This design comes from an exercise in tuning for small area and a short achievable clock period on the open sky130 flow, not from production work.
Only simulation tests tie the RTL to the original design; equivalence was not proved.
Power and IR drop assume default switching activity.

==> flow/design.v (outline; a module is shown in full before it is edited, if it fits) <==
// module alu_core: 62 lines
// module alu_unit: 1381 lines
module alu_unit
#(
  parameter int unsigned WIDTH = 32
) (
  input  logic               clk,
  input  logic               rst_n,
  input  logic               in_valid,
  input  logic [WIDTH-1:0]   rs,
  input  logic [WIDTH-1:0]   rt,
  input  logic [alu_pkg::CTRL_W-1:0]  ctrl,
  input  logic [alu_pkg::SHAMT_W-1:0] sa,
  input  logic               div_signed,
  output logic               out_valid,
  output logic [WIDTH-1:0]   rd,
  output logic               overflow,
  output logic [WIDTH-1:0]   quotient,
  output logic [WIDTH-1:0]   remainder
);
  // ...
==> flow/flow/run.sh <==
#!/bin/bash
# The standard layout (standard synthesis included), with one change: the
# port buffers that global placement inserts are plain sky130 buf_2 cells
# instead of the cell the resizer picks by default (a delay buffer).
# ORFS keeps each step's log under orfs/logs/; make's own output goes to
# layout_make.log in this folder.
set -euo pipefail
bash standard.sh "BUFFER_PORTS_ARGS=-buffer_cell sky130_fd_sc_hd__buf_2" finish > layout_make.log 2>&1
==> flow/standard.sh <==
#!/bin/bash
# synth_recipe.tcl (not shown) runs the flow's synth.tcl, then flattens the netlist and writes it again
# the make line also repeats each setting of config.mk as NAME=value (left out here)
make -C /OpenROAD-flow-scripts/flow DESIGN_CONFIG=/design/flow/config.mk WORK_HOME=/design/flow/orfs CLKGATE_MAP_FILE= SYNTH_SCRIPT=/design/flow/synth_recipe.tcl "${@:-finish}"
==> flow/config.mk <==
export PLATFORM = sky130hd
export DESIGN_NAME = alu_unit
export DESIGN_NICKNAME = alu_unit
export VERILOG_FILES = /design/flow/design.v
export SDC_FILE = /design/flow/constraint.sdc
export NUM_CORES = 4
export LEC_CHECK = 0
export ABC_AREA = 1
export CAP_MARGIN = 50
export CORE_MARGIN = 2
export CORE_UTILIZATION = 70
export CTS_BUF_LIST = sky130_fd_sc_hd__clkbuf_16
export CTS_CLUSTER_DIAMETER = 100
export CTS_CLUSTER_SIZE = 30
export SLEW_MARGIN = 70
==> flow/constraint.sdc <==
create_clock -name core_clock -period 100.0 [get_ports {clk}]
set_input_delay 20.0000 -clock core_clock [delete_from_list [all_inputs] [get_ports {clk}]]
set_output_delay 20.0000 -clock core_clock [all_outputs]
set_load 0.01 [all_outputs]
==> flow_metrics.tcl, run 1 <==
set metrics [dict create \
    arrival_ps 1160 \
    route.vias.total 45600 \
    areaGrowthSynthToFinish_pct 3.18 \
    seq-cell-share_pct 26.1 \
    worst_ep_required_time_ps 80000 \
    cp_slowest_stage_delay_ps 350 \
    first_global_vias 41800 \
    post-cts-setup-buffers 0 \
    avgSynthCellArea_sq_um 6.65 \
    post-synth-top-area-fraction_pct 26.8 \
    synth_nets 7463 \
    setup.worst_path.start_class "register" \
    result_of_the_run "finished clean" \
    power_per_cell_area_mw_per_mm2 17.5 \
    max_cap_violations 0 \
    antenna_left 0 \
    global_route.peak_usage_layer "met2" \
    path_delay_family "flip-flops" \
    number_of_buffers_added_by_the_clock_tree_synthesis_step 29 \
    synth.yosys.seq_area_share_pct 26.8 \
    post-synth-top-count-cell "sky130_fd_sc_hd__nand2_1" \
    final.setup_skew_ps 42.2 \
    post-place-cells 8142 \
    worst-path-stages 1 \
    grtUsageMet2_pct 61.8 \
]
==> run 2: changes to the inputs <==
--- a/flow/design.v
+++ b/flow/design.v
@@ -113,19 +113,415 @@
   logic        alu_ovf_c;
   alu_core u_alu (.rs(s0_rs), .rt(s0_rt), .ctrl(s0_ctrl), .sa(s0_sa),
                   .rd(alu_rd_c), .ovf(alu_ovf_c));
   logic        neg_a, neg_b;
   logic [31:0] mag_a, mag_b;
   always_comb begin
     neg_a = s0_ds & s0_rs[31];
     neg_b = s0_ds & s0_rt[31];
-    mag_a = neg_a ? (32'(0) - s0_rs) : s0_rs;
-    mag_b = neg_b ? (32'(0) - s0_rt) : s0_rt;
   end
+  logic [31:0] mag_a_n;
+  logic [31:0] mag_a_n_p0;
+  assign mag_a_n_p0[0] = s0_rs[0];
+  assign mag_a_n_p0[1] = s0_rs[1] | s0_rs[0];
+  assign mag_a_n_p0[2] = s0_rs[2];
+  assign mag_a_n_p0[3] = s0_rs[3] | s0_rs[2];
+  assign mag_a_n_p0[4] = s0_rs[4];
+  assign mag_a_n_p0[5] = s0_rs[5] | s0_rs[4];
+  assign mag_a_n_p0[6] = s0_rs[6];
+  assign mag_a_n_p0[7] = s0_rs[7] | s0_rs[6];
+  assign mag_a_n_p0[8] = s0_rs[8];
+  assign mag_a_n_p0[9] = s0_rs[9] | s0_rs[8];
+  assign mag_a_n_p0[10] = s0_rs[10];
+  assign mag_a_n_p0[11] = s0_rs[11] | s0_rs[10];
+  assign mag_a_n_p0[12] = s0_rs[12];
+  assign mag_a_n_p0[13] = s0_rs[13] | s0_rs[12];
+  assign mag_a_n_p0[14] = s0_rs[14];
+  assign mag_a_n_p0[15] = s0_rs[15] | s0_rs[14];
+  assign mag_a_n_p0[16] = s0_rs[16];
+  assign mag_a_n_p0[17] = s0_rs[17] | s0_rs[16];
+  assign mag_a_n_p0[18] = s0_rs[18];
+  assign mag_a_n_p0[19] = s0_rs[19] | s0_rs[18];
+  assign mag_a_n_p0[20] = s0_rs[20];
+  assign mag_a_n_p0[21] = s0_rs[21] | s0_rs[20];
+  assign mag_a_n_p0[22] = s0_rs[22];
+  assign mag_a_n_p0[23] = s0_rs[23] | s0_rs[22];
+  assign mag_a_n_p0[24] = s0_rs[24];
+  assign mag_a_n_p0[25] = s0_rs[25] | s0_rs[24];
+  assign mag_a_n_p0[26] = s0_rs[26];
+  assign mag_a_n_p0[27] = s0_rs[27] | s0_rs[26];
+  assign mag_a_n_p0[28] = s0_rs[28];
+  assign mag_a_n_p0[29] = s0_rs[29] | s0_rs[28];
+  assign mag_a_n_p0[30] = s0_rs[30];
+  assign mag_a_n_p0[31] = s0_rs[31] | s0_rs[30];
+  logic [31:0] mag_a_n_p1;
+  assign mag_a_n_p1[0] = mag_a_n_p0[0];
+  assign mag_a_n_p1[1] = mag_a_n_p0[1];
+  assign mag_a_n_p1[2] = mag_a_n_p0[2] | mag_a_n_p0[1];
+  assign mag_a_n_p1[3] = mag_a_n_p0[3] | mag_a_n_p0[1];
+  assign mag_a_n_p1[4] = mag_a_n_p0[4];
+  assign mag_a_n_p1[5] = mag_a_n_p0[5];
+  assign mag_a_n_p1[6] = mag_a_n_p0[6] | mag_a_n_p0[5];
+  assign mag_a_n_p1[7] = mag_a_n_p0[7] | mag_a_n_p0[5];
+  assign mag_a_n_p1[8] = mag_a_n_p0[8];
+  assign mag_a_n_p1[9] = mag_a_n_p0[9];
+  assign mag_a_n_p1[10] = mag_a_n_p0[10] | mag_a_n_p0[9];
+  assign mag_a_n_p1[11] = mag_a_n_p0[11] | mag_a_n_p0[9];
+  assign mag_a_n_p1[12] = mag_a_n_p0[12];
+  assign mag_a_n_p1[13] = mag_a_n_p0[13];
+  assign mag_a_n_p1[14] = mag_a_n_p0[14] | mag_a_n_p0[13];
+  assign mag_a_n_p1[15] = mag_a_n_p0[15] | mag_a_n_p0[13];
+  assign mag_a_n_p1[16] = mag_a_n_p0[16];
+  assign mag_a_n_p1[17] = mag_a_n_p0[17];
+  assign mag_a_n_p1[18] = mag_a_n_p0[18] | mag_a_n_p0[17];
+  assign mag_a_n_p1[19] = mag_a_n_p0[19] | mag_a_n_p0[17];
+  assign mag_a_n_p1[20] = mag_a_n_p0[20];
+  assign mag_a_n_p1[21] = mag_a_n_p0[21];
+  assign mag_a_n_p1[22] = mag_a_n_p0[22] | mag_a_n_p0[21];
+  assign mag_a_n_p1[23] = mag_a_n_p0[23] | mag_a_n_p0[21];
+  assign mag_a_n_p1[24] = mag_a_n_p0[24];
+  assign mag_a_n_p1[25] = mag_a_n_p0[25];
+  assign mag_a_n_p1[26] = mag_a_n_p0[26] | mag_a_n_p0[25];
+  assign mag_a_n_p1[27] = mag_a_n_p0[27] | mag_a_n_p0[25];
+  assign mag_a_n_p1[28] = mag_a_n_p0[28];
+  assign mag_a_n_p1[29] = mag_a_n_p0[29];
+  assign mag_a_n_p1[30] = mag_a_n_p0[30] | mag_a_n_p0[29];
+  assign mag_a_n_p1[31] = mag_a_n_p0[31] | mag_a_n_p0[29];
+  logic [31:0] mag_a_n_p2;
+  assign mag_a_n_p2[0] = mag_a_n_p1[0];
+  assign mag_a_n_p2[1] = mag_a_n_p1[1];
+  assign mag_a_n_p2[2] = mag_a_n_p1[2];
+  assign mag_a_n_p2[3] = mag_a_n_p1[3];
+  assign mag_a_n_p2[4] = mag_a_n_p1[4] | mag_a_n_p1[3];
+  assign mag_a_n_p2[5] = mag_a_n_p1[5] | mag_a_n_p1[3];
+  assign mag_a_n_p2[6] = mag_a_n_p1[6] | mag_a_n_p1[3];
+  assign mag_a_n_p2[7] = mag_a_n_p1[7] | mag_a_n_p1[3];
+  assign mag_a_n_p2[8] = mag_a_n_p1[8];
+  assign mag_a_n_p2[9] = mag_a_n_p1[9];
+  assign mag_a_n_p2[10] = mag_a_n_p1[10];
+  assign mag_a_n_p2[11] = mag_a_n_p1[11];
+  assign mag_a_n_p2[12] = mag_a_n_p1[12] | mag_a_n_p1[11];
+  assign mag_a_n_p2[13] = mag_a_n_p1[13] | mag_a_n_p1[11];
+  assign mag_a_n_p2[14] = mag_a_n_p1[14] | mag_a_n_p1[11];
+  assign mag_a_n_p2[15] = mag_a_n_p1[15] | mag_a_n_p1[11];
+  assign mag_a_n_p2[16] = mag_a_n_p1[16];
+  assign mag_a_n_p2[17] = mag_a_n_p1[17];
+  assign mag_a_n_p2[18] = mag_a_n_p1[18];
+  assign mag_a_n_p2[19] = mag_a_n_p1[19];
+  assign mag_a_n_p2[20] = mag_a_n_p1[20] | mag_a_n_p1[19];
+  assign mag_a_n_p2[21] = mag_a_n_p1[21] | mag_a_n_p1[19];
+  assign mag_a_n_p2[22] = mag_a_n_p1[22] | mag_a_n_p1[19];
+  assign mag_a_n_p2[23] = mag_a_n_p1[23] | mag_a_n_p1[19];
+  assign mag_a_n_p2[24] = mag_a_n_p1[24];
+  assign mag_a_n_p2[25] = mag_a_n_p1[25];
+  assign mag_a_n_p2[26] = mag_a_n_p1[26];
+  assign mag_a_n_p2[27] = mag_a_n_p1[27];
+  assign mag_a_n_p2[28] = mag_a_n_p1[28] | mag_a_n_p1[27];
+  assign mag_a_n_p2[29] = mag_a_n_p1[29] | mag_a_n_p1[27];
+  assign mag_a_n_p2[30] = mag_a_n_p1[30] | mag_a_n_p1[27];
+  assign mag_a_n_p2[31] = mag_a_n_p1[31] | mag_a_n_p1[27];
+  logic [31:0] mag_a_n_p3;
+  assign mag_a_n_p3[0] = mag_a_n_p2[0];
+  assign mag_a_n_p3[1] = mag_a_n_p2[1];
+  assign mag_a_n_p3[2] = mag_a_n_p2[2];
+  assign mag_a_n_p3[3] = mag_a_n_p2[3];
+  assign mag_a_n_p3[4] = mag_a_n_p2[4];
+  assign mag_a_n_p3[5] = mag_a_n_p2[5];
+  assign mag_a_n_p3[6] = mag_a_n_p2[6];
+  assign mag_a_n_p3[7] = mag_a_n_p2[7];
+  assign mag_a_n_p3[8] = mag_a_n_p2[8] | mag_a_n_p2[7];
+  assign mag_a_n_p3[9] = mag_a_n_p2[9] | mag_a_n_p2[7];
+  assign mag_a_n_p3[10] = mag_a_n_p2[10] | mag_a_n_p2[7];
+  assign mag_a_n_p3[11] = mag_a_n_p2[11] | mag_a_n_p2[7];
+  assign mag_a_n_p3[12] = mag_a_n_p2[12] | mag_a_n_p2[7];
+  assign mag_a_n_p3[13] = mag_a_n_p2[13] | mag_a_n_p2[7];
+  assign mag_a_n_p3[14] = mag_a_n_p2[14] | mag_a_n_p2[7];
+  assign mag_a_n_p3[15] = mag_a_n_p2[15] | mag_a_n_p2[7];
+  assign mag_a_n_p3[16] = mag_a_n_p2[16];
+  assign mag_a_n_p3[17] = mag_a_n_p2[17];
+  assign mag_a_n_p3[18] = mag_a_n_p2[18];
+  assign mag_a_n_p3[19] = mag_a_n_p2[19];
+  assign mag_a_n_p3[20] = mag_a_n_p2[20];
+  assign mag_a_n_p3[21] = mag_a_n_p2[21];
+  assign mag_a_n_p3[22] = mag_a_n_p2[22];
+  assign mag_a_n_p3[23] = mag_a_n_p2[23];
+  assign mag_a_n_p3[24] = mag_a_n_p2[24] | mag_a_n_p2[23];
+  assign mag_a_n_p3[25] = mag_a_n_p2[25] | mag_a_n_p2[23];
+  assign mag_a_n_p3[26] = mag_a_n_p2[26] | mag_a_n_p2[23];
+  assign mag_a_n_p3[27] = mag_a_n_p2[27] | mag_a_n_p2[23];
+  assign mag_a_n_p3[28] = mag_a_n_p2[28] | mag_a_n_p2[23];
+  assign mag_a_n_p3[29] = mag_a_n_p2[29] | mag_a_n_p2[23];
+  assign mag_a_n_p3[30] = mag_a_n_p2[30] | mag_a_n_p2[23];
+  assign mag_a_n_p3[31] = mag_a_n_p2[31] | mag_a_n_p2[23];
+  logic [31:0] mag_a_n_p4;
+  assign mag_a_n_p4[0] = mag_a_n_p3[0];
+  assign mag_a_n_p4[1] = mag_a_n_p3[1];
+  assign mag_a_n_p4[2] = mag_a_n_p3[2];
+  assign mag_a_n_p4[3] = mag_a_n_p3[3];
+  assign mag_a_n_p4[4] = mag_a_n_p3[4];
+  assign mag_a_n_p4[5] = mag_a_n_p3[5];
+  assign mag_a_n_p4[6] = mag_a_n_p3[6];
+  assign mag_a_n_p4[7] = mag_a_n_p3[7];
+  assign mag_a_n_p4[8] = mag_a_n_p3[8];
+  assign mag_a_n_p4[9] = mag_a_n_p3[9];
+  assign mag_a_n_p4[10] = mag_a_n_p3[10];
+  assign mag_a_n_p4[11] = mag_a_n_p3[11];
+  assign mag_a_n_p4[12] = mag_a_n_p3[12];
+  assign mag_a_n_p4[13] = mag_a_n_p3[13];
+  assign mag_a_n_p4[14] = mag_a_n_p3[14];
+  assign mag_a_n_p4[15] = mag_a_n_p3[15];
+  assign mag_a_n_p4[16] = mag_a_n_p3[16] | mag_a_n_p3[15];
+  assign mag_a_n_p4[17] = mag_a_n_p3[17] | mag_a_n_p3[15];
+  assign mag_a_n_p4[18] = mag_a_n_p3[18] | mag_a_n_p3[15];
+  assign mag_a_n_p4[19] = mag_a_n_p3[19] | mag_a_n_p3[15];
+  assign mag_a_n_p4[20] = mag_a_n_p3[20] | mag_a_n_p3[15];
+  assign mag_a_n_p4[21] = mag_a_n_p3[21] | mag_a_n_p3[15];
+  assign mag_a_n_p4[22] = mag_a_n_p3[22] | mag_a_n_p3[15];
+  assign mag_a_n_p4[23] = mag_a_n_p3[23] | mag_a_n_p3[15];
+  assign mag_a_n_p4[24] = mag_a_n_p3[24] | mag_a_n_p3[15];
+  assign mag_a_n_p4[25] = mag_a_n_p3[25] | mag_a_n_p3[15];
+  assign mag_a_n_p4[26] = mag_a_n_p3[26] | mag_a_n_p3[15];
+  assign mag_a_n_p4[27] = mag_a_n_p3[27] | mag_a_n_p3[15];
+  assign mag_a_n_p4[28] = mag_a_n_p3[28] | mag_a_n_p3[15];
+  assign mag_a_n_p4[29] = mag_a_n_p3[29] | mag_a_n_p3[15];
+  assign mag_a_n_p4[30] = mag_a_n_p3[30] | mag_a_n_p3[15];
+  assign mag_a_n_p4[31] = mag_a_n_p3[31] | mag_a_n_p3[15];
+  assign mag_a_n[0] = s0_rs[0];
+  assign mag_a_n[1] = s0_rs[1] ^ (neg_a & mag_a_n_p4[0]);
+  assign mag_a_n[2] = s0_rs[2] ^ (neg_a & mag_a_n_p4[1]);
+  assign mag_a_n[3] = s0_rs[3] ^ (neg_a & mag_a_n_p4[2]);
+  assign mag_a_n[4] = s0_rs[4] ^ (neg_a & mag_a_n_p4[3]);
+  assign mag_a_n[5] = s0_rs[5] ^ (neg_a & mag_a_n_p4[4]);
+  assign mag_a_n[6] = s0_rs[6] ^ (neg_a & mag_a_n_p4[5]);
+  assign mag_a_n[7] = s0_rs[7] ^ (neg_a & mag_a_n_p4[6]);
+  assign mag_a_n[8] = s0_rs[8] ^ (neg_a & mag_a_n_p4[7]);
+  assign mag_a_n[9] = s0_rs[9] ^ (neg_a & mag_a_n_p4[8]);
+  assign mag_a_n[10] = s0_rs[10] ^ (neg_a & mag_a_n_p4[9]);
+  assign mag_a_n[11] = s0_rs[11] ^ (neg_a & mag_a_n_p4[10]);
+  assign mag_a_n[12] = s0_rs[12] ^ (neg_a & mag_a_n_p4[11]);
+  assign mag_a_n[13] = s0_rs[13] ^ (neg_a & mag_a_n_p4[12]);
+  assign mag_a_n[14] = s0_rs[14] ^ (neg_a & mag_a_n_p4[13]);
+  assign mag_a_n[15] = s0_rs[15] ^ (neg_a & mag_a_n_p4[14]);
+  assign mag_a_n[16] = s0_rs[16] ^ (neg_a & mag_a_n_p4[15]);
+  assign mag_a_n[17] = s0_rs[17] ^ (neg_a & mag_a_n_p4[16]);
+  assign mag_a_n[18] = s0_rs[18] ^ (neg_a & mag_a_n_p4[17]);
+  assign mag_a_n[19] = s0_rs[19] ^ (neg_a & mag_a_n_p4[18]);
+  assign mag_a_n[20] = s0_rs[20] ^ (neg_a & mag_a_n_p4[19]);
+  assign mag_a_n[21] = s0_rs[21] ^ (neg_a & mag_a_n_p4[20]);
+  assign mag_a_n[22] = s0_rs[22] ^ (neg_a & mag_a_n_p4[21]);
+  assign mag_a_n[23] = s0_rs[23] ^ (neg_a & mag_a_n_p4[22]);
+  assign mag_a_n[24] = s0_rs[24] ^ (neg_a & mag_a_n_p4[23]);
+  assign mag_a_n[25] = s0_rs[25] ^ (neg_a & mag_a_n_p4[24]);
+  assign mag_a_n[26] = s0_rs[26] ^ (neg_a & mag_a_n_p4[25]);
+  assign mag_a_n[27] = s0_rs[27] ^ (neg_a & mag_a_n_p4[26]);
+  assign mag_a_n[28] = s0_rs[28] ^ (neg_a & mag_a_n_p4[27]);
+  assign mag_a_n[29] = s0_rs[29] ^ (neg_a & mag_a_n_p4[28]);
+  assign mag_a_n[30] = s0_rs[30] ^ (neg_a & mag_a_n_p4[29]);
+  assign mag_a_n[31] = s0_rs[31] ^ (neg_a & mag_a_n_p4[30]);
+  logic [31:0] mag_b_n;
+  logic [31:0] mag_b_n_p0;
+  assign mag_b_n_p0[0] = s0_rt[0];
+  assign mag_b_n_p0[1] = s0_rt[1] | s0_rt[0];
+  assign mag_b_n_p0[2] = s0_rt[2];
+  assign mag_b_n_p0[3] = s0_rt[3] | s0_rt[2];
+  assign mag_b_n_p0[4] = s0_rt[4];
+  assign mag_b_n_p0[5] = s0_rt[5] | s0_rt[4];
+  assign mag_b_n_p0[6] = s0_rt[6];
+  assign mag_b_n_p0[7] = s0_rt[7] | s0_rt[6];
+  assign mag_b_n_p0[8] = s0_rt[8];
+  assign mag_b_n_p0[9] = s0_rt[9] | s0_rt[8];
+  assign mag_b_n_p0[10] = s0_rt[10];
+  assign mag_b_n_p0[11] = s0_rt[11] | s0_rt[10];
+  assign mag_b_n_p0[12] = s0_rt[12];
+  assign mag_b_n_p0[13] = s0_rt[13] | s0_rt[12];
+  assign mag_b_n_p0[14] = s0_rt[14];
+  assign mag_b_n_p0[15] = s0_rt[15] | s0_rt[14];
+  assign mag_b_n_p0[16] = s0_rt[16];
+  assign mag_b_n_p0[17] = s0_rt[17] | s0_rt[16];
+  assign mag_b_n_p0[18] = s0_rt[18];
+  assign mag_b_n_p0[19] = s0_rt[19] | s0_rt[18];
+  assign mag_b_n_p0[20] = s0_rt[20];
+  assign mag_b_n_p0[21] = s0_rt[21] | s0_rt[20];
+  assign mag_b_n_p0[22] = s0_rt[22];
+  assign mag_b_n_p0[23] = s0_rt[23] | s0_rt[22];
+  assign mag_b_n_p0[24] = s0_rt[24];
+  assign mag_b_n_p0[25] = s0_rt[25] | s0_rt[24];
+  assign mag_b_n_p0[26] = s0_rt[26];
+  assign mag_b_n_p0[27] = s0_rt[27] | s0_rt[26];
+  assign mag_b_n_p0[28] = s0_rt[28];
+  assign mag_b_n_p0[29] = s0_rt[29] | s0_rt[28];
+  assign mag_b_n_p0[30] = s0_rt[30];
+  assign mag_b_n_p0[31] = s0_rt[31] | s0_rt[30];
+  logic [31:0] mag_b_n_p1;
+  assign mag_b_n_p1[0] = mag_b_n_p0[0];
+  assign mag_b_n_p1[1] = mag_b_n_p0[1];
+  assign mag_b_n_p1[2] = mag_b_n_p0[2] | mag_b_n_p0[1];
+  assign mag_b_n_p1[3] = mag_b_n_p0[3] | mag_b_n_p0[1];
+  assign mag_b_n_p1[4] = mag_b_n_p0[4];
+  assign mag_b_n_p1[5] = mag_b_n_p0[5];
+  assign mag_b_n_p1[6] = mag_b_n_p0[6] | mag_b_n_p0[5];
+  assign mag_b_n_p1[7] = mag_b_n_p0[7] | mag_b_n_p0[5];
+  assign mag_b_n_p1[8] = mag_b_n_p0[8];
+  assign mag_b_n_p1[9] = mag_b_n_p0[9];
+  assign mag_b_n_p1[10] = mag_b_n_p0[10] | mag_b_n_p0[9];
+  assign mag_b_n_p1[11] = mag_b_n_p0[11] | mag_b_n_p0[9];
+  assign mag_b_n_p1[12] = mag_b_n_p0[12];
+  assign mag_b_n_p1[13] = mag_b_n_p0[13];
+  assign mag_b_n_p1[14] = mag_b_n_p0[14] | mag_b_n_p0[13];
+  assign mag_b_n_p1[15] = mag_b_n_p0[15] | mag_b_n_p0[13];
+  assign mag_b_n_p1[16] = mag_b_n_p0[16];
+  assign mag_b_n_p1[17] = mag_b_n_p0[17];
+  assign mag_b_n_p1[18] = mag_b_n_p0[18] | mag_b_n_p0[17];
+  assign mag_b_n_p1[19] = mag_b_n_p0[19] | mag_b_n_p0[17];
+  assign mag_b_n_p1[20] = mag_b_n_p0[20];
+  assign mag_b_n_p1[21] = mag_b_n_p0[21];
+  assign mag_b_n_p1[22] = mag_b_n_p0[22] | mag_b_n_p0[21];
+  assign mag_b_n_p1[23] = mag_b_n_p0[23] | mag_b_n_p0[21];
+  assign mag_b_n_p1[24] = mag_b_n_p0[24];
+  assign mag_b_n_p1[25] = mag_b_n_p0[25];
+  assign mag_b_n_p1[26] = mag_b_n_p0[26] | mag_b_n_p0[25];
+  assign mag_b_n_p1[27] = mag_b_n_p0[27] | mag_b_n_p0[25];
+  assign mag_b_n_p1[28] = mag_b_n_p0[28];
+  assign mag_b_n_p1[29] = mag_b_n_p0[29];
+  assign mag_b_n_p1[30] = mag_b_n_p0[30] | mag_b_n_p0[29];
+  assign mag_b_n_p1[31] = mag_b_n_p0[31] | mag_b_n_p0[29];
+  logic [31:0] mag_b_n_p2;
+  assign mag_b_n_p2[0] = mag_b_n_p1[0];
+  assign mag_b_n_p2[1] = mag_b_n_p1[1];
+  assign mag_b_n_p2[2] = mag_b_n_p1[2];
+  assign mag_b_n_p2[3] = mag_b_n_p1[3];
+  assign mag_b_n_p2[4] = mag_b_n_p1[4] | mag_b_n_p1[3];
+  assign mag_b_n_p2[5] = mag_b_n_p1[5] | mag_b_n_p1[3];
+  assign mag_b_n_p2[6] = mag_b_n_p1[6] | mag_b_n_p1[3];
+  assign mag_b_n_p2[7] = mag_b_n_p1[7] | mag_b_n_p1[3];
+  assign mag_b_n_p2[8] = mag_b_n_p1[8];
+  assign mag_b_n_p2[9] = mag_b_n_p1[9];
+  assign mag_b_n_p2[10] = mag_b_n_p1[10];
+  assign mag_b_n_p2[11] = mag_b_n_p1[11];
+  assign mag_b_n_p2[12] = mag_b_n_p1[12] | mag_b_n_p1[11];
+  assign mag_b_n_p2[13] = mag_b_n_p1[13] | mag_b_n_p1[11];
+  assign mag_b_n_p2[14] = mag_b_n_p1[14] | mag_b_n_p1[11];
+  assign mag_b_n_p2[15] = mag_b_n_p1[15] | mag_b_n_p1[11];
+  assign mag_b_n_p2[16] = mag_b_n_p1[16];
+  assign mag_b_n_p2[17] = mag_b_n_p1[17];
+  assign mag_b_n_p2[18] = mag_b_n_p1[18];
+  assign mag_b_n_p2[19] = mag_b_n_p1[19];
+  assign mag_b_n_p2[20] = mag_b_n_p1[20] | mag_b_n_p1[19];
+  assign mag_b_n_p2[21] = mag_b_n_p1[21] | mag_b_n_p1[19];
+  assign mag_b_n_p2[22] = mag_b_n_p1[22] | mag_b_n_p1[19];
+  assign mag_b_n_p2[23] = mag_b_n_p1[23] | mag_b_n_p1[19];
+  assign mag_b_n_p2[24] = mag_b_n_p1[24];
+  assign mag_b_n_p2[25] = mag_b_n_p1[25];
+  assign mag_b_n_p2[26] = mag_b_n_p1[26];
+  assign mag_b_n_p2[27] = mag_b_n_p1[27];
+  assign mag_b_n_p2[28] = mag_b_n_p1[28] | mag_b_n_p1[27];
+  assign mag_b_n_p2[29] = mag_b_n_p1[29] | mag_b_n_p1[27];
+  assign mag_b_n_p2[30] = mag_b_n_p1[30] | mag_b_n_p1[27];
+  assign mag_b_n_p2[31] = mag_b_n_p1[31] | mag_b_n_p1[27];
+  logic [31:0] mag_b_n_p3;
+  assign mag_b_n_p3[0] = mag_b_n_p2[0];
+  assign mag_b_n_p3[1] = mag_b_n_p2[1];
+  assign mag_b_n_p3[2] = mag_b_n_p2[2];
+  assign mag_b_n_p3[3] = mag_b_n_p2[3];
+  assign mag_b_n_p3[4] = mag_b_n_p2[4];
+  assign mag_b_n_p3[5] = mag_b_n_p2[5];
+  assign mag_b_n_p3[6] = mag_b_n_p2[6];
+  assign mag_b_n_p3[7] = mag_b_n_p2[7];
+  assign mag_b_n_p3[8] = mag_b_n_p2[8] | mag_b_n_p2[7];
+  assign mag_b_n_p3[9] = mag_b_n_p2[9] | mag_b_n_p2[7];
+  assign mag_b_n_p3[10] = mag_b_n_p2[10] | mag_b_n_p2[7];
+  assign mag_b_n_p3[11] = mag_b_n_p2[11] | mag_b_n_p2[7];
+  assign mag_b_n_p3[12] = mag_b_n_p2[12] | mag_b_n_p2[7];
+  assign mag_b_n_p3[13] = mag_b_n_p2[13] | mag_b_n_p2[7];
+  assign mag_b_n_p3[14] = mag_b_n_p2[14] | mag_b_n_p2[7];
+  assign mag_b_n_p3[15] = mag_b_n_p2[15] | mag_b_n_p2[7];
+  assign mag_b_n_p3[16] = mag_b_n_p2[16];
+  assign mag_b_n_p3[17] = mag_b_n_p2[17];
+  assign mag_b_n_p3[18] = mag_b_n_p2[18];
+  assign mag_b_n_p3[19] = mag_b_n_p2[19];
+  assign mag_b_n_p3[20] = mag_b_n_p2[20];
+  assign mag_b_n_p3[21] = mag_b_n_p2[21];
+  assign mag_b_n_p3[22] = mag_b_n_p2[22];
+  assign mag_b_n_p3[23] = mag_b_n_p2[23];
+  assign mag_b_n_p3[24] = mag_b_n_p2[24] | mag_b_n_p2[23];
+  assign mag_b_n_p3[25] = mag_b_n_p2[25] | mag_b_n_p2[23];
+  assign mag_b_n_p3[26] = mag_b_n_p2[26] | mag_b_n_p2[23];
+  assign mag_b_n_p3[27] = mag_b_n_p2[27] | mag_b_n_p2[23];
+  assign mag_b_n_p3[28] = mag_b_n_p2[28] | mag_b_n_p2[23];
+  assign mag_b_n_p3[29] = mag_b_n_p2[29] | mag_b_n_p2[23];
+  assign mag_b_n_p3[30] = mag_b_n_p2[30] | mag_b_n_p2[23];
+  assign mag_b_n_p3[31] = mag_b_n_p2[31] | mag_b_n_p2[23];
+  logic [31:0] mag_b_n_p4;
+  assign mag_b_n_p4[0] = mag_b_n_p3[0];
+  assign mag_b_n_p4[1] = mag_b_n_p3[1];
+  assign mag_b_n_p4[2] = mag_b_n_p3[2];
+  assign mag_b_n_p4[3] = mag_b_n_p3[3];
+  assign mag_b_n_p4[4] = mag_b_n_p3[4];
+  assign mag_b_n_p4[5] = mag_b_n_p3[5];
+  assign mag_b_n_p4[6] = mag_b_n_p3[6];
+  assign mag_b_n_p4[7] = mag_b_n_p3[7];
+  assign mag_b_n_p4[8] = mag_b_n_p3[8];
+  assign mag_b_n_p4[9] = mag_b_n_p3[9];
+  assign mag_b_n_p4[10] = mag_b_n_p3[10];
+  assign mag_b_n_p4[11] = mag_b_n_p3[11];
+  assign mag_b_n_p4[12] = mag_b_n_p3[12];
+  assign mag_b_n_p4[13] = mag_b_n_p3[13];
+  assign mag_b_n_p4[14] = mag_b_n_p3[14];
+  assign mag_b_n_p4[15] = mag_b_n_p3[15];
+  assign mag_b_n_p4[16] = mag_b_n_p3[16] | mag_b_n_p3[15];
+  assign mag_b_n_p4[17] = mag_b_n_p3[17] | mag_b_n_p3[15];
+  assign mag_b_n_p4[18] = mag_b_n_p3[18] | mag_b_n_p3[15];
+  assign mag_b_n_p4[19] = mag_b_n_p3[19] | mag_b_n_p3[15];
+  assign mag_b_n_p4[20] = mag_b_n_p3[20] | mag_b_n_p3[15];
+  assign mag_b_n_p4[21] = mag_b_n_p3[21] | mag_b_n_p3[15];
+  assign mag_b_n_p4[22] = mag_b_n_p3[22] | mag_b_n_p3[15];
+  assign mag_b_n_p4[23] = mag_b_n_p3[23] | mag_b_n_p3[15];
+  assign mag_b_n_p4[24] = mag_b_n_p3[24] | mag_b_n_p3[15];
+  assign mag_b_n_p4[25] = mag_b_n_p3[25] | mag_b_n_p3[15];
+  assign mag_b_n_p4[26] = mag_b_n_p3[26] | mag_b_n_p3[15];
+  assign mag_b_n_p4[27] = mag_b_n_p3[27] | mag_b_n_p3[15];
+  assign mag_b_n_p4[28] = mag_b_n_p3[28] | mag_b_n_p3[15];
+  assign mag_b_n_p4[29] = mag_b_n_p3[29] | mag_b_n_p3[15];
+  assign mag_b_n_p4[30] = mag_b_n_p3[30] | mag_b_n_p3[15];
+  assign mag_b_n_p4[31] = mag_b_n_p3[31] | mag_b_n_p3[15];
+  assign mag_b_n[0] = s0_rt[0];
+  assign mag_b_n[1] = s0_rt[1] ^ (neg_b & mag_b_n_p4[0]);
+  assign mag_b_n[2] = s0_rt[2] ^ (neg_b & mag_b_n_p4[1]);
+  assign mag_b_n[3] = s0_rt[3] ^ (neg_b & mag_b_n_p4[2]);
+  assign mag_b_n[4] = s0_rt[4] ^ (neg_b & mag_b_n_p4[3]);
+  assign mag_b_n[5] = s0_rt[5] ^ (neg_b & mag_b_n_p4[4]);
+  assign mag_b_n[6] = s0_rt[6] ^ (neg_b & mag_b_n_p4[5]);
+  assign mag_b_n[7] = s0_rt[7] ^ (neg_b & mag_b_n_p4[6]);
+  assign mag_b_n[8] = s0_rt[8] ^ (neg_b & mag_b_n_p4[7]);
+  assign mag_b_n[9] = s0_rt[9] ^ (neg_b & mag_b_n_p4[8]);
+  assign mag_b_n[10] = s0_rt[10] ^ (neg_b & mag_b_n_p4[9]);
+  assign mag_b_n[11] = s0_rt[11] ^ (neg_b & mag_b_n_p4[10]);
+  assign mag_b_n[12] = s0_rt[12] ^ (neg_b & mag_b_n_p4[11]);
+  assign mag_b_n[13] = s0_rt[13] ^ (neg_b & mag_b_n_p4[12]);
+  assign mag_b_n[14] = s0_rt[14] ^ (neg_b & mag_b_n_p4[13]);
+  assign mag_b_n[15] = s0_rt[15] ^ (neg_b & mag_b_n_p4[14]);
+  assign mag_b_n[16] = s0_rt[16] ^ (neg_b & mag_b_n_p4[15]);
+  assign mag_b_n[17] = s0_rt[17] ^ (neg_b & mag_b_n_p4[16]);
+  assign mag_b_n[18] = s0_rt[18] ^ (neg_b & mag_b_n_p4[17]);
+  assign mag_b_n[19] = s0_rt[19] ^ (neg_b & mag_b_n_p4[18]);
+  assign mag_b_n[20] = s0_rt[20] ^ (neg_b & mag_b_n_p4[19]);
+  assign mag_b_n[21] = s0_rt[21] ^ (neg_b & mag_b_n_p4[20]);
+  assign mag_b_n[22] = s0_rt[22] ^ (neg_b & mag_b_n_p4[21]);
+  assign mag_b_n[23] = s0_rt[23] ^ (neg_b & mag_b_n_p4[22]);
+  assign mag_b_n[24] = s0_rt[24] ^ (neg_b & mag_b_n_p4[23]);
+  assign mag_b_n[25] = s0_rt[25] ^ (neg_b & mag_b_n_p4[24]);
+  assign mag_b_n[26] = s0_rt[26] ^ (neg_b & mag_b_n_p4[25]);
+  assign mag_b_n[27] = s0_rt[27] ^ (neg_b & mag_b_n_p4[26]);
+  assign mag_b_n[28] = s0_rt[28] ^ (neg_b & mag_b_n_p4[27]);
+  assign mag_b_n[29] = s0_rt[29] ^ (neg_b & mag_b_n_p4[28]);
+  assign mag_b_n[30] = s0_rt[30] ^ (neg_b & mag_b_n_p4[29]);
+  assign mag_b_n[31] = s0_rt[31] ^ (neg_b & mag_b_n_p4[30]);
+  assign mag_a = mag_a_n;
+  assign mag_b = mag_b_n;
   logic [31:0] s1_bc;
   assign s1_bc = mag_b;
   logic s1_hz1;
   assign s1_hz1 = ~|s1_bc[31:1];
   logic s1_hz2;
   assign s1_hz2 = ~|s1_bc[31:2];
   logic s1_hz3;
   assign s1_hz3 = ~|s1_bc[31:3];
==> flow_metrics.tcl, run 2 <==
set metrics [dict create \
    max_clock_freq_mhz 46.9 \
    placementRows 94 \
    wl_per_cell_um 16.0 \
    synth_common_cells "sky130_fd_sc_hd__nand2_1 (2167), sky130_fd_sc_hd__nand3_1 (862), sky130_fd_sc_hd__inv_1 (852)" \
    synth.yosys.seq_area_share_pct 27.9 \
    cts.reportedPaths.clkPinSlew_ps 100 \
    post-synth-top-count-cell "sky130_fd_sc_hd__nand2_1" \
    synth_async_sr_flop_share_pct 0 \
    synth_xor_area_share_pct 12.6 \
    clock_sinks 649 \
    filler_free_cell_count_of_the_finished_design 7990 \
    drt_iter0_markers 3070 \
    register_bit_count_reported_by_yosys 649 \
    endpoint_type_of_the_worst_setup_path "register" \
    power_per_cell_area_mw_per_mm2 17.7 \
    finalCoreUtilization_pct 74.0 \
    postLayoutSetupSlackWorst_ps 78660 \
    layout_commonest_cell "sky130_fd_sc_hd__nand2_1" \
    final.setup_skew_ps 23.0 \
    drive_gt1_share_pct 10.1 \
    slew_headroom_pct 65.8 \
    setup-tns-final_ps 0 \
    place_congestion 1.01 \
    arrival_ps 21940 \
    dpl_cell_area_sq_mm 0.0475 \
    crit_path_max_fanout 26 \
    synth_top_family_by_area "simple AND/OR/NAND/NOR gates" \
    finalSetupViolCount 0 \
    setup.worst_path.start_class "register" \
    post-place-cells 7941 \
    io_buffers 174 \
    synth.distinct_cells 70 \
    dr.pass1.iters 7 \
    postSynthCellCount 7144 \
    initial_utilization_pct 70.8 \
    synth_simple_gate_area_share_pct 36.1 \
    vias_per_cell 5.60 \
    clk_root_buffer_cell "sky130_fd_sc_hd__clkbuf_16" \
    die_h_um 262 \
    worst_hold_path_type "register to register" \
    grt_max_degree 81 \
    synth_top_cells_by_area "sky130_fd_sc_hd__dfxtp_1 (28%), sky130_fd_sc_hd__nand2_1 (17%), sky130_fd_sc_hd__xor2_1 (11%)" \
    route.vias.total 44700 \
    holdWs_ps 325 \
    design.die.area_sq_mm 0.0686 \
    wire_length_after_detailed_routing_mm 128 \
    post-synth-top-area-fraction_pct 27.9 \
    synthMuxAreaShare_pct 0.0860 \
    areaGrowthSynthToFinish_pct 4.51 \
    clk-insertion-delay-late_ps 650 \
    avgSynthCellArea_sq_um 6.52 \
    finalMaxSlewViolations 0 \
    final_cell_area_sq_mm 0.0487 \
    hpwl_mm 101 \
    leakagePower_nw 24.3 \
    synthDominantAreaCellType "sky130_fd_sc_hd__dfxtp_1" \
    grt_remaining_overflow 0 \
    first_global_vias 41000 \
    core_footprint_sq_mm 0.0657 \
    rsz0062_at_grt "no" \
    remaining_drc_errors 0 \
    dp_worst_setup_slack_ps 78850 \
    multiInputGateArea_sq_mm 0.0287 \
    synth-adder-area-share_pct 3.37 \
    antenna_cells 0 \
    post-cts-setup-buffers 0 \
    period_share_pct 21.3 \
    grt.total_usage_pct 36.3 \
    area.sequential_sq_mm 0.0131 \
    antenna_left 0 \
    worst_ep_required_time_ps 100600 \
    synth.yosys.warnings 2 \
    fillers 5517 \
    period_minus_slack_ps 21340 \
    max_cap_violations 0 \
    boundaryPins 175 \
    most-common-layout-cells "sky130_fd_sc_hd__nand2_1 (2163), sky130_fd_sc_hd__nand3_1 (862), sky130_fd_sc_hd__inv_1 (829)" \
    report.final.hold_viol_count 0 \
    htree_num_levels 1 \
    design.final.nets 7286 \
    postCtsResizedCells 0 \
    synth_compound_area_share_pct 8.88 \
    cts_tree "built" \
    vdd.ir_drop.worst_v 0.0000231 \
    clock_tree.buffer_depth 3 \
    floorplan.die.width_um 262 \
    synth_nets 7318 \
    ctsHoldBuffers 0 \
    synthFlopType "sky130_fd_sc_hd__dfxtp_1" \
    number_of_buffers_added_by_the_clock_tree_synthesis_step 30 \
    cp_slowest_stage_delay_ps 410 \
    syn_area_sq_mm 0.0466 \
    result_of_the_run "finished clean" \
    worst_pin_slew_ps 512 \
    worst-setup-path-type "register to register" \
    critPathSlowestCell "sky130_fd_sc_hd__dfxtp_2" \
    grt_first_pass_wirelength_mm 203 \
    power_mw 0.862 \
    grt_antenna_before_repair 0 \
    cp_common_cell "sky130_fd_sc_hd__nand3_1" \
    synth-edff-count 0 \
]
==> run 2: worst max-delay path, delay by kind of cell, from the launching register on <==
| family | cells | cell delay [ps] |
|---|---|---|
| flops | 1 | 410 |
| simple gates | 153 | 17840 |
| xor+xnor | 4 | 780 |
| compound gates | 1 | 200 |
| buf+inv | 10 | 2000 |
==> run 2: final timing paths <==
kind | from | to | slack (ps) | depth (start not counted)
worst min register to register | s2_aq[12] | s3_aq[18] | 320 | 0
worst min-delay path | s2_aq[12] | s3_aq[18] | 320 | 0
worst max register to register | s3_b[2] | s4_rem[0] | 78660 | 168
worst max-delay path | s3_b[2] | s4_rem[0] | 78660 | 168
==> run 2: layout make-up <==
type                       instances  share of cell area (%)
multi-input combinational       5297                    59.0
inverter                         918                    7.18
clock buffer                      30                    1.54
timing repair buffer             216                    2.70
tap                              864                    2.22
clock inverter                    16                   0.473
sequential                       649                    26.9
==> run 2: per-layer routing <==
layer | up-vias | track usage [%] | share of wire (%)
met1 | 20400 | 42.9 | 40
met5 | - | 0 | 0
met4 | 0 | 22.6 | 6.8
met3 | 395 | 3.97 | 6.0
li1 | 22400 | - | -
met2 | 1464 | 63.0 | 48
==> run 2: logic make-up after synthesis <==
kind of cell,after synthesis
simple gates,3825
flops,649
compound gates,692
xor+xnor,668
mux,4
buf+inv,1198
fa+ha+maj,108
==> run 2: power breakdown <==
| group | switching (mW) | internal [mW] | total (mW) |
|---|---|---|---|
| clock | 0.0885 | 0.0588 | 0.147 |
| combinational | 0.275 | 0.129 | 0.404 |
| sequential | 0.0279 | 0.283 | 0.311 |
| total | 0.391 | 0.470 | 0.862 |
==> run 3: changes to the inputs <==
--- a/flow/config.mk
+++ b/flow/config.mk
@@ -11,5 +11,5 @@
 export CORE_UTILIZATION = 70
 export CTS_BUF_LIST = sky130_fd_sc_hd__clkbuf_16
-export CTS_CLUSTER_DIAMETER = 100
-export CTS_CLUSTER_SIZE = 30
+export CTS_CLUSTER_DIAMETER = 70
+export CTS_CLUSTER_SIZE = 20
 export SLEW_MARGIN = 70
==> flow_metrics.tcl, run 3 <==
set metrics [dict create \
    result_of_the_run "finished clean" \
    grt_antenna_before_repair 2 \
    avgSynthCellArea_sq_um 6.52 \
    postLayoutSetupSlackWorst_ps 78600 \
    report.final.hold_viol_count 0 \
    dr.pass1.iters 8 \
    setup-tns-final_ps 0 \
    synth-edff-count 0 \
    cp_common_cell "sky130_fd_sc_hd__nand3_1" \
    synth_async_sr_flop_share_pct 0 \
    setup.worst_path.start_class "register" \
    wire_length_after_detailed_routing_mm 129 \
    leakagePower_nw 24.6 \
    endpoint_type_of_the_worst_setup_path "register" \
    grt_max_degree 81 \
    synth_xor_area_share_pct 12.6 \
    cts_tree "built" \
    post-synth-top-area-fraction_pct 27.9 \
    worst_ep_required_time_ps 100510 \
    die_h_um 262 \
    synth_top_family_by_area "simple AND/OR/NAND/NOR gates" \
    initial_utilization_pct 70.8 \
    dp_worst_setup_slack_ps 78850 \
    postSynthCellCount 7144 \
    grt_remaining_overflow 0 \
    rr_startpoint "s3_b[0]" \
    number_of_buffers_added_by_the_clock_tree_synthesis_step 46 \
    multiInputGateArea_sq_mm 0.0287 \
    arrival_ps 21920 \
    hpwl_mm 101 \
    holdWs_ps 313 \
    post-synth-top-count-cell "sky130_fd_sc_hd__nand2_1" \
    whs_endpoint "s2_aq[27]" \
    clock_tree.buffer_depth 3 \
    final.setup_skew_ps 27.6 \
    cell_depth_of_the_worst_hold_path 0 \
    finalSetupViolCount 0 \
    place_congestion 1.01 \
    cp_slowest_stage_delay_ps 540 \
    floorplan.die.width_um 262 \
    max_clock_freq_mhz 46.7 \
    placementRows 94 \
    synth_common_cells "sky130_fd_sc_hd__nand2_1 (2167), sky130_fd_sc_hd__nand3_1 (862), sky130_fd_sc_hd__inv_1 (852)" \
    core_footprint_sq_mm 0.0657 \
    most-common-layout-cells "sky130_fd_sc_hd__nand2_1 (2163), sky130_fd_sc_hd__nand3_1 (862), sky130_fd_sc_hd__inv_1 (830)" \
    htree_num_levels 2 \
    grt_first_pass_wirelength_mm 205 \
    wl_per_cell_um 16.1 \
    slew_headroom_pct 66.8 \
    crit_path_max_fanout 26 \
    synth_nets 7318 \
    post-cts-setup-buffers 0 \
    register_bit_count_reported_by_yosys 649 \
    worst_hold_path_type "register to register" \
    power_mw 0.903 \
    regToRegEndpoint "s4_rem[5]" \
    first_global_vias 41500 \
    vias_per_cell 5.60 \
    io_buffers 174 \
    fillers 5411 \
    worst_pin_slew_ps 496 \
    synth-adder-area-share_pct 3.37 \
    rsz0062_at_grt "no" \
    antenna_left 0 \
    rrSetupSlack_ps 78600 \
    synth_simple_gate_area_share_pct 36.1 \
    critPathSlowestCell "sky130_fd_sc_hd__dfxtp_1" \
    postCtsResizedCells 0 \
    antenna_cells 0 \
    areaGrowthSynthToFinish_pct 5.51 \
    max_cap_violations 0 \
    route.vias.total 44900 \
    boundaryPins 175 \
    synthMuxAreaShare_pct 0.0860 \
    synthDominantAreaCellType "sky130_fd_sc_hd__dfxtp_1" \
    reg2reg_depth 170 \
    synth_compound_area_share_pct 8.88 \
    layout_commonest_cell "sky130_fd_sc_hd__nand2_1" \
    synthFlopType "sky130_fd_sc_hd__dfxtp_1" \
    period_share_pct 21.4 \
    cts.reportedPaths.clkPinSlew_ps 80 \
    area.sequential_sq_mm 0.0131 \
    synth.yosys.warnings 2 \
    vdd.ir_drop.worst_v 0.0000193 \
    period_minus_slack_ps 21400 \
    synth.yosys.seq_area_share_pct 27.9 \
    design.final.nets 7301 \
    remaining_drc_errors 0 \
    syn_area_sq_mm 0.0466 \
    worst-setup-path-type "register to register" \
    clk-insertion-delay-late_ps 630 \
    finalMaxSlewViolations 0 \
    clock_sinks 649 \
    power_per_cell_area_mw_per_mm2 18.4 \
    design.die.area_sq_mm 0.0686 \
    ctsHoldBuffers 0 \
    final_cell_area_sq_mm 0.0491 \
    synth_top_cells_by_area "sky130_fd_sc_hd__dfxtp_1 (28%), sky130_fd_sc_hd__nand2_1 (17%), sky130_fd_sc_hd__xor2_1 (11%)" \
    synth.distinct_cells 70 \
    drive_gt1_share_pct 10.4 \
    drt_iter0_markers 3542 \
    grt.total_usage_pct 36.9 \
    hold_path_startpoint "s1_aq[21]" \
    dpl_cell_area_sq_mm 0.0475 \
    clk_root_buffer_cell "sky130_fd_sc_hd__clkbuf_16" \
]
==> run 3: cell counts after synthesis <==
Identical to the previous run, type by type.
==> run 3: cells by family after synthesis <==
logic type	count (synthesis)
AND/OR/NAND/NOR	3825
buffers and inverters	1198
AO/OA/AOI/OAI	692
XOR/XNOR	668
flip-flops	649
adder cells (fa/ha/maj)	108
multiplexers	4
==> run 3: worst max path at each step <==
stage	from	to	slack (ps)	depth (start not counted)
finish	s3_b[0]	s4_rem[5]	78600	170
global route	s3_b[0]	s4_rem[11]	75640	174
CTS	s3_b[2]	s4_rem[5]	78710	170
detailed placement	s3_b[2]	s4_rem[12]	78850	168
global placement	s3_b[2]	s4_rem[10]	78120	167
floorplan	rst_n	remainder_q[22]	79180	4
==> run 3: worst max-delay path: cells and delay by family, from the launching register on <==
family                 cells  cell delay [ps]
flip-flops                 1              540
XOR/XNOR                   4              780
AND/OR/NAND/NOR          156            17980
buffers and inverters     10             1820
==> run 3: cell type report <==
cell class                      instances  share of cell area (%)
Inverter                              918                    7.11
Sequential cell                       649                    26.6
Multi-Input combinational cell       5297                    58.5
Clock inverter                         25                   0.629
Tap cell                              864                    2.20
Timing Repair Buffer                  215                    2.62
Clock buffer                           46                    2.34
==> run 3: layer usage <==
| metal | vias to the layer above | wire [um] | global-route usage, % |
|---|---|---|---|
| met5 | - | 13 | 0 |
| met4 | 2 | 9060 | 23.7 |
| met3 | 419 | 7900 | 5.08 |
| met2 | 1508 | 61300 | 63.7 |
| met1 | 20500 | 50700 | 43.1 |
| li1 | 22500 | - | - |
==> run 3: per-stage QoR <==
stage	instances	util, %
5_1_grt	8014	74.7
3_3_place_gp	7927	71.6
4_1_cts	8012	74.5
6_report	8014	74.7
2_1_floorplan	7144	-
3_5_place_dp	7941	72.3
==> run 3: power by group <==
part	switching [mW]	internal [mW]	total (mW)
Clock	0.0975	0.0904	0.188
Sequential	0.0280	0.283	0.311
Combinational	0.275	0.129	0.404
==> run 4: changes to the inputs <==
==> flow/flow/run.sh (replaced) <==
#!/bin/bash
# The standard layout with two changes to how the layout is made:
#  1. Synthesis is standard.sh's own (ORFS synthesis through synth_recipe.tcl,
#     ABC_AREA=1 from config.mk), except that ABC's area script maps with
#     "map -D 13500": every combinational path gets a required time of 13.5 ns
#     in ABC's delay model (the pipeline stages' target), and ABC recovers area
#     up to it. SCRIPTS_DIR points at a copy of ORFS's scripts in which only
#     abc_area.script differs (flow/abc_area.script). Registers are untouched.
#  2. The port buffers that global placement inserts are buf_2 cells instead of
#     the cell the resizer picks by default (a delay buffer).
# ORFS keeps each step's log under orfs/logs/; make's own output goes to
# synth_make.log and layout_make.log in this folder.
set -euo pipefail
rm -rf orfs_scripts
cp -r "$FLOW_HOME/scripts" orfs_scripts
cp flow/abc_area.script orfs_scripts/abc_area.script
bash standard.sh "SCRIPTS_DIR=$PWD/orfs_scripts" synth > synth_make.log 2>&1
bash standard.sh "BUFFER_PORTS_ARGS=-buffer_cell sky130_fd_sc_hd__buf_2" finish > layout_make.log 2>&1
==> flow/flow/abc_area.script (new file) <==
strash
dch
map -D 13500
topo
stime -c
buffer -c
upsize -c
dnsize -c
--- a/flow/config.mk
+++ b/flow/config.mk
@@ -11,5 +11,5 @@
 export CORE_UTILIZATION = 70
 export CTS_BUF_LIST = sky130_fd_sc_hd__clkbuf_16
-export CTS_CLUSTER_DIAMETER = 70
-export CTS_CLUSTER_SIZE = 20
+export CTS_CLUSTER_DIAMETER = 100
+export CTS_CLUSTER_SIZE = 30
 export SLEW_MARGIN = 70
==> flow_metrics.tcl, run 4 <==
set metrics [dict create \
    postCtsResizedCells 0 \
    clock_sinks 649 \
    drt_iter0_markers 3684 \
    slew_headroom_pct 67.8 \
    layout_commonest_cell "sky130_fd_sc_hd__nand2_1" \
    route.vias.total 45900 \
    period_minus_slack_ps 21300 \
    place_congestion 1.04 \
    design.final.nets 7210 \
    remaining_drc_errors 0 \
    initial_utilization_pct 70.7 \
    core_footprint_sq_mm 0.0672 \
    fillers 5470 \
    period_share_pct 21.3 \
    worst_pin_slew_ps 482 \
    vdd.ir_drop.worst_v 0.0000163 \
    htree_num_levels 1 \
    grt.total_usage_pct 37.6 \
    floorplan.die.width_um 264 \
    grt_remaining_overflow 0 \
    synthDominantAreaCellType "sky130_fd_sc_hd__dfxtp_1" \
    synth_common_cells "sky130_fd_sc_hd__nand2_1 (1693), sky130_fd_sc_hd__inv_1 (814), sky130_fd_sc_hd__xor2_1 (718)" \
    crit_path_max_fanout 2 \
    cp_cell_sequence "buf_2" \
    filler_free_cell_count_of_the_finished_design 7921 \
    synth.yosys.warnings 2 \
    grt_max_degree 63 \
    clk_root_buffer_cell "sky130_fd_sc_hd__clkbuf_16" \
    avgSynthCellArea_sq_um 6.71 \
    most-common-layout-cells "sky130_fd_sc_hd__nand2_1 (1692), sky130_fd_sc_hd__inv_1 (795), sky130_fd_sc_hd__xor2_1 (709)" \
    post-synth-top-area-fraction_pct 27.4 \
    report.final.hold_viol_count 0 \
    synth.distinct_cells 87 \
    number_of_buffers_added_by_the_clock_tree_synthesis_step 28 \
    ctsHoldBuffers 0 \
    post-place-cells 7878 \
    cts_tree "built" \
    power_per_cell_area_mw_per_mm2 18.0 \
    dr.pass1.iters 6 \
    path_delay_family "flip-flops" \
    max_clock_freq_mhz 47.0 \
    setup-tns-final_ps 0 \
    syn_area_sq_mm 0.0475 \
    finalCoreUtilization_pct 73.9 \
    worst-setup-path-type "register to primary output" \
    grt_first_pass_wirelength_mm 215 \
    finalSetupViolCount 0 \
    postSynthCellCount 7074 \
    synth_async_sr_flop_share_pct 0 \
    clock_tree.buffer_depth 3 \
    critPathSlowestCell "sky130_fd_sc_hd__dfxtp_1" \
    cp_slowest_stage_delay_ps 440 \
    io_buffers 174 \
    antenna_left 0 \
    setup.worst_path.start_class "register" \
    wire_length_after_detailed_routing_mm 135 \
    postLayoutSetupSlackWorst_ps 78700 \
    area.sequential_sq_mm 0.0131 \
    power_mw 0.895 \
    finalMaxSlewViolations 0 \
    synth_top_cells_by_area "sky130_fd_sc_hd__dfxtp_1 (27%), sky130_fd_sc_hd__nand2_1 (13%), sky130_fd_sc_hd__xor2_1 (13%)" \
    boundaryPins 175 \
    areaGrowthSynthToFinish_pct 4.55 \
    endpoint_type_of_the_worst_setup_path "primary output" \
    register_bit_count_reported_by_yosys 649 \
    result_of_the_run "finished clean" \
    post-synth-top-count-cell "sky130_fd_sc_hd__nand2_1" \
    antenna_cells 0 \
    arrival_ps 1300 \
    placementRows 95 \
    synth_nets 7248 \
    worst_ep_required_time_ps 80000 \
    synth-edff-count 0 \
    max_cap_violations 0 \
    vias_per_cell 5.80 \
    timing.critical_path.buf_inv 1 \
    synth.yosys.seq_area_share_pct 27.4 \
    cts.reportedPaths.clkPinSlew_ps 120 \
    hpwl_mm 107 \
    worst_hold_path_type "register to register" \
    wl_per_cell_um 17.1 \
    post-cts-setup-buffers 0 \
    multiInputGateArea_sq_mm 0.0298 \
    rsz0062_at_grt "no" \
    final.setup_skew_ps 61.7 \
    die_h_um 264 \
    first_global_vias 42600 \
    grt_antenna_before_repair 0 \
    dp_worst_setup_slack_ps 79140 \
    leakagePower_nw 23.4 \
    synthFlopType "sky130_fd_sc_hd__dfxtp_1" \
    design.die.area_sq_mm 0.0699 \
    clk-insertion-delay-late_ps 660 \
    drive_gt1_share_pct 9.65 \
]
## run 4: cell count changes after synthesis, sizes merged, moves of 25 or more
cell   change
a21oi    +139
a31oi     +63
buf       +29
inv       -41
nand2    -525
nand3    -420
nand4     +98
nor2     +280
o21ai     +25
o22ai     +73
xnor2     +39
xor2     +125
## run 4: where the power goes
group	internal, mW	switching [mW]	leakage [nW]
combinational	0.147	0.296	17.6
sequential	0.283	0.0300	5.40
clock	0.0537	0.0858	0.433
## run 4: layer usage
layer  wire length, um  part of all wire, %  GRT usage [%]
met4              8170                  6.0           20.3
met1             53600                   40           45.0
met5                 0                    0              0
met2             64100                   47           65.3
met3              9460                  7.0           5.15
## run 4: area by class of cell
class	count	share of cell area, %
sequential	649	26.4
multi-input combinational	5257	60.1
clock buffer	28	1.41
timing repair buffer	230	3.00
clock inverter	14	0.343
tap	873	2.20
inverter	870	6.61
## run 4: kinds of logic after synthesis
kind of cell | synth area share [%]
AND/OR/NAND/NOR | 29.7
AO/OA/AOI/OAI | 13.7
buffers and inverters | 10.5
multiplexers | 0.0422
adder cells (fa/ha/maj) | 3.34
XOR/XNOR | 15.4
flip-flops | 27.4
## run 4: final timing paths
kind / start / end / slack [ps] / cells past startpoint
worst max-delay path: quotient_q[21] / quotient[21] / 78700 / 1
worst min-delay path: s2_aq[25] / s3_aq[31] / 320 / 0
worst max register to register: s3_b[2] / s4_rem[9] / 80030 / 154
worst min register to register: s2_aq[25] / s3_aq[31] / 320 / 0
## run 4: metrics by stage
step / area (sq um) / hold slack (ps)
after global placement: 48000 / 310
after CTS: 49500 / 310
final: 49600 / 316
after global routing: 49600 / 326
after detailed placement: 48700 / 312
after floorplan: 47500 / 310
==> run 5: changes to the inputs <==
--- a/flow/flow/run.sh
+++ b/flow/flow/run.sh
@@ -2,8 +2,8 @@
 # The standard layout with two changes to how the layout is made:
 #  1. Synthesis is standard.sh's own (ORFS synthesis through synth_recipe.tcl,
-#     ABC_AREA=1 from config.mk), except that ABC's area script maps with
-#     "map -D 13500": every combinational path gets a required time of 13.5 ns
-#     in ABC's delay model (the pipeline stages' target), and ABC recovers area
-#     up to it. SCRIPTS_DIR points at a copy of ORFS's scripts in which only
+#     ABC_AREA=1 from config.mk), except that ABC's area script runs two rounds
+#     of "dch; map -D 13500": every combinational path gets a required time of
+#     13.5 ns in ABC's delay model (the pipeline stages' target), and ABC
+#     recovers area up to it. SCRIPTS_DIR points at a copy of ORFS's scripts in which only
 #     abc_area.script differs (flow/abc_area.script). Registers are untouched.
 #  2. The port buffers that global placement inserts are buf_2 cells instead of
==> flow/flow/abc_area.script (replaced) <==
strash
dch
map -D 13500
strash
dch
map -D 13500
topo
stime -c
buffer -c
upsize -c
dnsize -c
==> flow_metrics.tcl, run 5 <==
set metrics [dict create \
    syn_area_sq_mm 0.0466 \
    grt_remaining_overflow 0 \
    wl_per_cell_um 17.7 \
    dp_worst_setup_slack_ps 78880 \
    postLayoutSetupSlackWorst_ps 78520 \
    core_footprint_sq_mm 0.0659 \
    hpwl_mm 107 \
    drt_iter0_markers 3606 \
    synth_nets 7033 \
    post-synth-top-area-fraction_pct 27.9 \
    dr.pass1.iters 8 \
    worst_ep_required_time_ps 80000 \
    synth_async_sr_flop_share_pct 0 \
    synth-edff-count 0 \
    synth.yosys.seq_area_share_pct 27.9 \
    avgSynthCellArea_sq_um 6.79 \
    reg2reg_depth 159 \
    grt_first_pass_wirelength_mm 213 \
    synth_common_cells "sky130_fd_sc_hd__nand2_1 (1724), sky130_fd_sc_hd__xor2_1 (749), sky130_fd_sc_hd__inv_1 (734)" \
    design.die.area_sq_mm 0.0687 \
    synth_top_cells_by_area "sky130_fd_sc_hd__dfxtp_1 (28%), sky130_fd_sc_hd__xor2_1 (14%), sky130_fd_sc_hd__nand2_1 (14%)" \
    floorplan.die.width_um 262 \
    place_congestion 1.08 \
    cts_tree "built" \
    postSynthCellCount 6859 \
    slew_headroom_pct 67.3 \
    grt.total_usage_pct 38.8 \
    clk-insertion-delay-late_ps 670 \
    layout_commonest_cell "sky130_fd_sc_hd__nand2_1" \
    synth.yosys.warnings 2 \
    register_bit_count_reported_by_yosys 649 \
    antenna_left 0 \
    final_cell_area_sq_mm 0.0490 \
    max_clock_freq_mhz 46.6 \
    worstSetupStartpoint "out_valid_q" \
    number_of_buffers_added_by_the_clock_tree_synthesis_step 30 \
    filler_free_cell_count_of_the_finished_design 7733 \
    timing.critical_path.buf_inv 1 \
    cp_cell_sequence "buf_2" \
    synthFlopType "sky130_fd_sc_hd__dfxtp_1" \
    result_of_the_run "finished clean" \
    critPathSlowestCell "sky130_fd_sc_hd__dfxtp_1" \
    placementRows 94 \
    setup.worst_path.start_class "register" \
    period_minus_slack_ps 21480 \
    grt_max_degree 64 \
    vias_per_cell 5.80 \
    clock_sinks 649 \
    crit_path_max_fanout 1 \
    drive_gt1_share_pct 10.2 \
    first_global_vias 41200 \
    post-cts-setup-buffers 0 \
    rrSetupSlack_ps 78980 \
    worst-setup-path-type "register to primary output" \
    fillers 5365 \
    finalMaxSlewViolations 0 \
    finalSetupViolCount 0 \
    rsz0062_at_grt "no" \
    clock_tree.buffer_depth 3 \
    postCtsResizedCells 0 \
    endpoint_type_of_the_worst_setup_path "primary output" \
    boundaryPins 175 \
    post-synth-top-count-cell "sky130_fd_sc_hd__nand2_1" \
    report.final.hold_viol_count 0 \
    worst_hold_path_type "register to register" \
    grt_antenna_before_repair 2 \
    remaining_drc_errors 0 \
    regToRegEndpoint "remainder_q[30]" \
    whs_endpoint "s4_nr" \
    rr_startpoint "s4_b[0]" \
    io_buffers 174 \
    wire_length_after_detailed_routing_mm 137 \
    route.vias.total 44900 \
    initial_utilization_pct 70.8 \
    synthDominantAreaCellType "sky130_fd_sc_hd__dfxtp_1" \
    htree_num_levels 1 \
    die_h_um 262 \
    final.setup_skew_ps 35.4 \
    max_cap_violations 0 \
    power_per_cell_area_mw_per_mm2 18.4 \
    multiInputGateArea_sq_mm 0.0293 \
    ctsHoldBuffers 0 \
    synth.distinct_cells 88 \
    worst_pin_slew_ps 490 \
    power_mw 0.901 \
    cp_slowest_stage_delay_ps 590 \
    most-common-layout-cells "sky130_fd_sc_hd__nand2_1 (1719), sky130_fd_sc_hd__xor2_1 (740), sky130_fd_sc_hd__inv_1 (712)" \
    hold_path_startpoint "s3_nr" \
    areaGrowthSynthToFinish_pct 5.20 \
    cts.reportedPaths.clkPinSlew_ps 120 \
    antenna_cells 0 \
    setup-tns-final_ps 0 \
    leakagePower_nw 23.0 \
    dpl_cell_area_sq_mm 0.0478 \
    vdd.ir_drop.worst_v 0.0000178 \
    period_share_pct 21.5 \
    area.sequential_sq_mm 0.0131 \
    arrival_ps 1480 \
    post-place-cells 7680 \
    design.final.nets 7029 \
    path_delay_family "flip-flops" \
    clk_root_buffer_cell "sky130_fd_sc_hd__clkbuf_16" \
    cell_depth_of_the_worst_hold_path 0 \
]
-- run 5: cell count changes in the layout (fill, tap and decap cells not counted), sizes merged, moves of 43 or more --
cell and change:
nand4 -68, nor2 -206, nand2 +43, nand3 +82, inv -85, o211ai -43
o22ai -60, o21ai +130
-- run 5: cells by family after synthesis --
kind of cell             after synthesis  share of synthesized area [%]
AO/OA/AOI/OAI                       1082                           14.0
AND/OR/NAND/NOR                     3104                           28.6
multiplexers                          10                          0.215
buffers and inverters               1069                           10.2
XOR/XNOR                             845                           15.9
flip-flops                           649                           27.9
adder cells (fa/ha/maj)              100                           3.18
-- run 5: power breakdown --
group	total, mW	internal (mW)	switching (mW)
combinational	0.434	0.138	0.296
sequential	0.312	0.283	0.0293
clock	0.155	0.0638	0.0915
-- run 5: worst max-delay path by stage --
| stage | slack, ps | cells past startpoint | end |
|---|---|---|---|
| after CTS | 78540 | 1 | out_valid |
| after detailed placement | 78880 | 6 | rd_q[30] |
| after global routing | 76490 | 159 | remainder_q[30] |
| after floorplan | 79450 | 4 | overflow_q |
| final | 78520 | 1 | out_valid |
| after global placement | 78650 | 4 | remainder_q[1] |
-- run 5: final cells by class --
cell class,count,area share (%)
clock buffer,30,1.53
tap,864,2.21
timing repair buffer,244,3.20
multi-input combinational,5141,59.7
clock inverter,16,0.559
inverter,789,6.09
sequential,649,26.7
-- run 5: stage by stage --
stage / util (%) / hold WS [ps]
final: 74.4 / 326
after global placement: 71.6 / 310
after floorplan: - / 310
after global routing: 74.4 / 333
after detailed placement: 72.5 / 312
after CTS: 74.1 / 327
-- run 5: routing by layer --
| metal | vias up | GRT usage, % | share of wire [%] |
|---|---|---|---|
| met5 | - | 0 | 0 |
| met4 | 0 | 28.7 | 8.5 |
| met3 | 506 | 5.48 | 7.0 |
| met2 | 1737 | 66.2 | 47 |
| met1 | 20600 | 44.3 | 38 |
| li1 | 22000 | - | - |

[separate check: timing with driven ports]
The results above use ideal ports. As a check the final layouts listed here were re-extracted and re-timed, cells and wires unchanged.
Step 1, drivers: a clkbuf_16 drives clk and a buf_2 each remaining input, both assumed.
Step 2, shift: input delay + t, output delay - t, t = (earliest + latest rising clock arrival at the registers) / 2. This alone moves slack from input paths to output paths.
Three values: ideal, step 1, step 2; two values: the first two.
| run | shift t [ns] | setup WS [ns] | worst hold slack (ns) | worst setup path after step 2 | pins driven straight from the clock port |
|---|---|---|---|---|---|
| run 1 | 0.711 | 78.841 / 78.771 / 78.961 | 0.327 / 0.327 / 0.327 | input to register | 1 |
| run 2 | 0.708 | 78.660 / 78.660 / 78.660 | 0.325 / 0.325 / 0.325 | register to register | 1 |
| run 3 | 0.681 | 78.596 / 78.596 / 78.596 | 0.313 / 0.313 / 0.313 | register to register | 1 |
| run 4 | 0.712 | 78.701 / 78.630 / 79.103 | 0.316 / 0.316 / 0.316 | input to register | 1 |
| run 5 | 0.716 | 78.520 / 78.453 / 78.870 | 0.326 / 0.326 / 0.326 | input to register | 1 |
After both steps setup and hold are still met in every run listed.
